This design comes from an exercise in tuning for small area and a short achievable clock period on the open sky130 flow, not from production work. In this exercise RTL edits were held to simulation tests only and were not proved equivalent to the original. The clock port is modelled as an ideal driver, which makes a skipped or thinned clock tree look cheaper than it is; a real chip needs a root buffer or a tree. Power figures rest on the tool's default switching activity, not on a simulated workload.

== JK ==
==> flow/design.v (excerpt) <==
module core_top #(
  parameter int reset_pulse_cycles = 1048576
) (
  input  logic                          clk_74a,
  input  logic                          pll_core_locked,
  input  logic [core_pkg::bridge_w-1:0] bridge_addr,
  input  logic                          bridge_wr,
  input  logic [core_pkg::bridge_w-1:0] bridge_wr_data,
  input  logic [31:0]                   cont1_joy,
  input  logic [core_pkg::bridge_w-1:0] rtc_date,
  input  logic [core_pkg::bridge_w-1:0] rtc_time,
  input  logic [core_pkg::rgb_w-1:0]    rgb_in,
  input  logic                          de_in,
  input  logic                          vs_in,
  input  logic [core_pkg::chan_w-1:0]   snap_index,
  output logic                          core_reset,
  output logic [core_pkg::chan_w-1:0]   stick_x,
  output logic [core_pkg::chan_w-1:0]   stick_y,
  output logic [23:0]                   video_rgb,
  output logic                          video_de,
  output logic [core_pkg::rtc_w-1:0]    rtc_word
);
  logic [core_pkg::chan_w-1:0] deadzone;
  logic [core_pkg::chan_w-1:0] strength;
  logic                        square_pixels;
  core_settings_regs #(
    .reset_pulse_cycles(reset_pulse_cycles)
  ) i_settings (
    .clk_74a        (clk_74a),
    .pll_core_locked(pll_core_locked),
    .bridge_wr      (bridge_wr),
    .bridge_addr    (bridge_addr),
    .bridge_wr_data (bridge_wr_data),
    .core_reset     (core_reset),
    .deadzone       (deadzone),
    .strength       (strength),
    .square_pixels  (square_pixels)
  );
  stick_deadzone i_stick (
    .clk_74a        (clk_74a),
    .pll_core_locked(pll_core_locked),
    .joy_x          (cont1_joy[7:0]),
    .joy_y          (cont1_joy[15:8]),
    .deadzone       (deadzone),
    .stick_x        (stick_x),
    .stick_y        (stick_y)
  );
  color_correct i_color (
    .clk_74a        (clk_74a),
    .pll_core_locked(pll_core_locked),
    .rgb_in         (rgb_in),
    .de_in          (de_in),
    .vs_in          (vs_in),
    .snap_index     (snap_index),
    .strength       (strength),
    .square_pixels  (square_pixels),
    .video_rgb      (video_rgb),
    .video_de       (video_de)
  );
  rtc_packer i_rtc (
    .clk_74a        (clk_74a),
    .pll_core_locked(pll_core_locked),
    .rtc_date       (rtc_date),
    .rtc_time       (rtc_time),
    .rtc_word       (rtc_word)
  ...
For scale: roughly 990 cells after synthesis, roughly 300 I/O pins, ~9300 sq um of cells after synthesis.
clock: 18.0 ns
lec_check: 0
cap_margin: 20
core_margin: 2
core_utilization: 40
slew_margin: 20
tns_end_percent: 0
standard.sh (not shown) runs the stock make flow with config.mk's settings and CLKGATE_MAP_FILE= SYNTH_SCRIPT=/design/flow/synth_recipe.tcl, a recipe that flattens the netlist after the stock synthesis.
==> flow/flow/run.sh <==
#!/bin/bash
# The standard layout (standard.sh), with these changes to how it is made:
# - the ports get the smallest buffer (buf_1) instead of the delay buffer
#   buffer_ports picks by itself;
# - after synthesis, polar.py removes inverters between adder cells by
#   flipping full adders (a full adder is self-dual), without touching the
#   registers or changing the logic function;
# - after global placement, the gate that makes core_reset gets its own
#   buffer on pll_core_locked (clone_reset_buf.tcl), apart from the reset tree;
# - after clock tree synthesis, its 17-buffer H-tree is replaced by a root
#   buffer and leaf buffers over equal-size k-means groups of the registers, as many
#   groups (from 8) as keep the estimated clock-pin slew under 95 ps
#   (post_cts.tcl, manual_cts.tcl);
# - timing repair aims for 10.3 ns of setup slack, well beyond the 18 ns
#   constraint, so that it shortens the critical paths.
# - the constant outputs share the tie cells synthesis made, instead of one
#   tie cell per output (SKIP_REPAIR_TIE_FANOUT).
# The constraints (constraint.sdc) and everything else are the standard flow's.
set -eo pipefail
export BUFFER_PORTS_ARGS="-buffer_cell sky130_fd_sc_hd__buf_1"
export SETUP_SLACK_MARGIN=10.3
export SKIP_REPAIR_TIE_FANOUT=1
export CTS_ARGS="-sink_clustering_enable -repair_clock_nets -buf_list sky130_fd_sc_hd__clkbuf_8 -dont_use_dummy_load"
export POST_CTS_TCL=$PWD/flow/post_cts.tcl
export MCTS_LEAVES=8
export MCTS_SLEW_TARGET=0.095
export MCTS_LEAF=sky130_fd_sc_hd__clkbuf_8
export MCTS_ROOT=sky130_fd_sc_hd__clkbuf_8
RES=$PWD/orfs/results/sky130hd/core_top/base
bash standard.sh $RES/1_2_yosys.v 2>&1 | tee standard_0.log
python3 flow/polar.py $RES/1_2_yosys.v $RES/1_2_yosys.v 2>&1 | tee polar.log
bash standard.sh $RES/3_3_place_gp.odb 2>&1 | tee standard_1.log
CLONE_ODB=$RES/3_3_place_gp.odb openroad -no_init -exit flow/clone_reset_buf.tcl 2>&1 | tee clone.log
bash standard.sh 2>&1 | tee standard_2.log
Other scripts of this flow, unchanged in this note and not shown: flow/flow/clone_reset_buf.tcl, flow/flow/manual_cts.tcl, flow/flow/polar.py, flow/flow/post_cts.tcl
#### Input delta (MS over JK)
-- flow/flow/run.sh --
<<< JK, line 20
export BUFFER_PORTS_ARGS="-buffer_cell sky130_fd_sc_hd__buf_1"
export SETUP_SLACK_MARGIN=10.3
export SKIP_REPAIR_TIE_FANOUT=1
>>> MS, line 20
export BUFFER_PORTS_ARGS="-buffer_cell sky130_fd_sc_hd__buf_1"
export SETUP_SLACK_MARGIN=10.5
export SKIP_REPAIR_TIE_FANOUT=1
### Flow results
In the flow results for MS and JK, the final non-filler cell area is larger on MS. On synthesis-to-finish area growth: MS sits above JK. From JK to MS the numbers moved as follows: total wirelength of the detailed-routed design decreased by 0.62% relative to the old numbers, worst setup margin shows an increase of 160 ps, largest driver fanout on the critical path shrank by 10. Diff MS and JK: routing usage on met3 higher in JK. Relative to JK, post-route total power has increased by 0.0085 mW in MS. Going from JK to MS, share of the cycle needed by the critical path after routing went down by 0.87 points, clock network latency to the later pin of the worst-skew pair was more or less identical, via count went up by about 0.4%.
The inputs of AL differ from those of MS as listed below.
-- flow/flow/run.sh --
<<< MS, line 20
export BUFFER_PORTS_ARGS="-buffer_cell sky130_fd_sc_hd__buf_1"
export SETUP_SLACK_MARGIN=10.5
export SKIP_REPAIR_TIE_FANOUT=1
>>> AL, line 20
export BUFFER_PORTS_ARGS="-buffer_cell sky130_fd_sc_hd__buf_1"
export SETUP_SLACK_MARGIN=10.6
export SKIP_REPAIR_TIE_FANOUT=1
[summary]
Relative to MS, standby leakage power has increased by 0.68% in AL.
The worst hold slack of MS and that of AL are within noise of each other.
Met1 usage: MS vs AL, no meaningful difference
Critical path depth delta for AL relative to MS: 17 higher
AL: PASS, flow complete, no timing, DRC or antenna violations
The power on MS is in line with that on AL.
Diff MS -> AL | setup slack after layout | increase of 17 ps
The final instance count without filler cells on MS is in line with that on AL.
From MS to AL the numbers moved as follows: residual DRC count neither gained nor lost much, via count neither gained nor lost much.
Input-level comparison between TR and AL:
- TNS_END_PERCENT removed (was 0)
-- flow/flow/run.sh --
<<< AL, line 20
export BUFFER_PORTS_ARGS="-buffer_cell sky130_fd_sc_hd__buf_1"
export SETUP_SLACK_MARGIN=10.6
export SKIP_REPAIR_TIE_FANOUT=1
>>> TR, line 20
export BUFFER_PORTS_ARGS="-buffer_cell sky130_fd_sc_hd__buf_1"
export SETUP_SLACK_MARGIN=10.3
export SKIP_REPAIR_TIE_FANOUT=1
[summary]
AL -> TR: combinational group share of total power flat
TR against AL: sequential share of layout area +0.18 points, post-synthesis to final-layout area growth -0.71 points, slack of the critical path -61 ps.
The final area of TR was superior to that of AL.
Power: TR vs AL — no meaningful difference
No run of this note takes its clock network from TritonCTS; it comes from the design's own scripts or RTL.

what the ideal ports hide:
Ports are ideal in the flow. The routed layouts listed here were re-timed in OpenROAD.
Step 1 (the two cells are an assumption about what drives the block):
set clk [get_ports {clk_74a}]
set_driving_cell -lib_cell sky130_fd_sc_hd__clkbuf_16 $clk
set_driving_cell -lib_cell sky130_fd_sc_hd__buf_2 [delete_from_list [all_inputs] $clk]
Step 2, shift: input delay + t, output delay - t, t = (earliest + latest rising clock arrival at the registers) / 2. This alone moves slack from input paths to output paths.
Slacks: ideal ports / drivers / drivers and shift; pairs: ideal ports / drivers.
| run | t (ns) | setup WS [ns] | slew at the worst register clock pin (ns) |
|---|---|---|---|
| JK | 0.426 | 10.303 / 10.312 / 9.886 | 0.08 / 0.08 |
| MS | 0.424 | 10.460 / 10.425 / 10.105 | 0.09 / 0.09 |
| AL | 0.424 | 10.477 / 10.425 / 10.050 | 0.09 / 0.09 |
| TR | 0.426 | 10.416 / 10.424 / 9.998 | 0.08 / 0.08 |
After both steps setup and hold are still met in every run listed. The setup slack of AL, which loses most, moves by -0.052 ns with the drivers and by -0.427 ns with both steps.
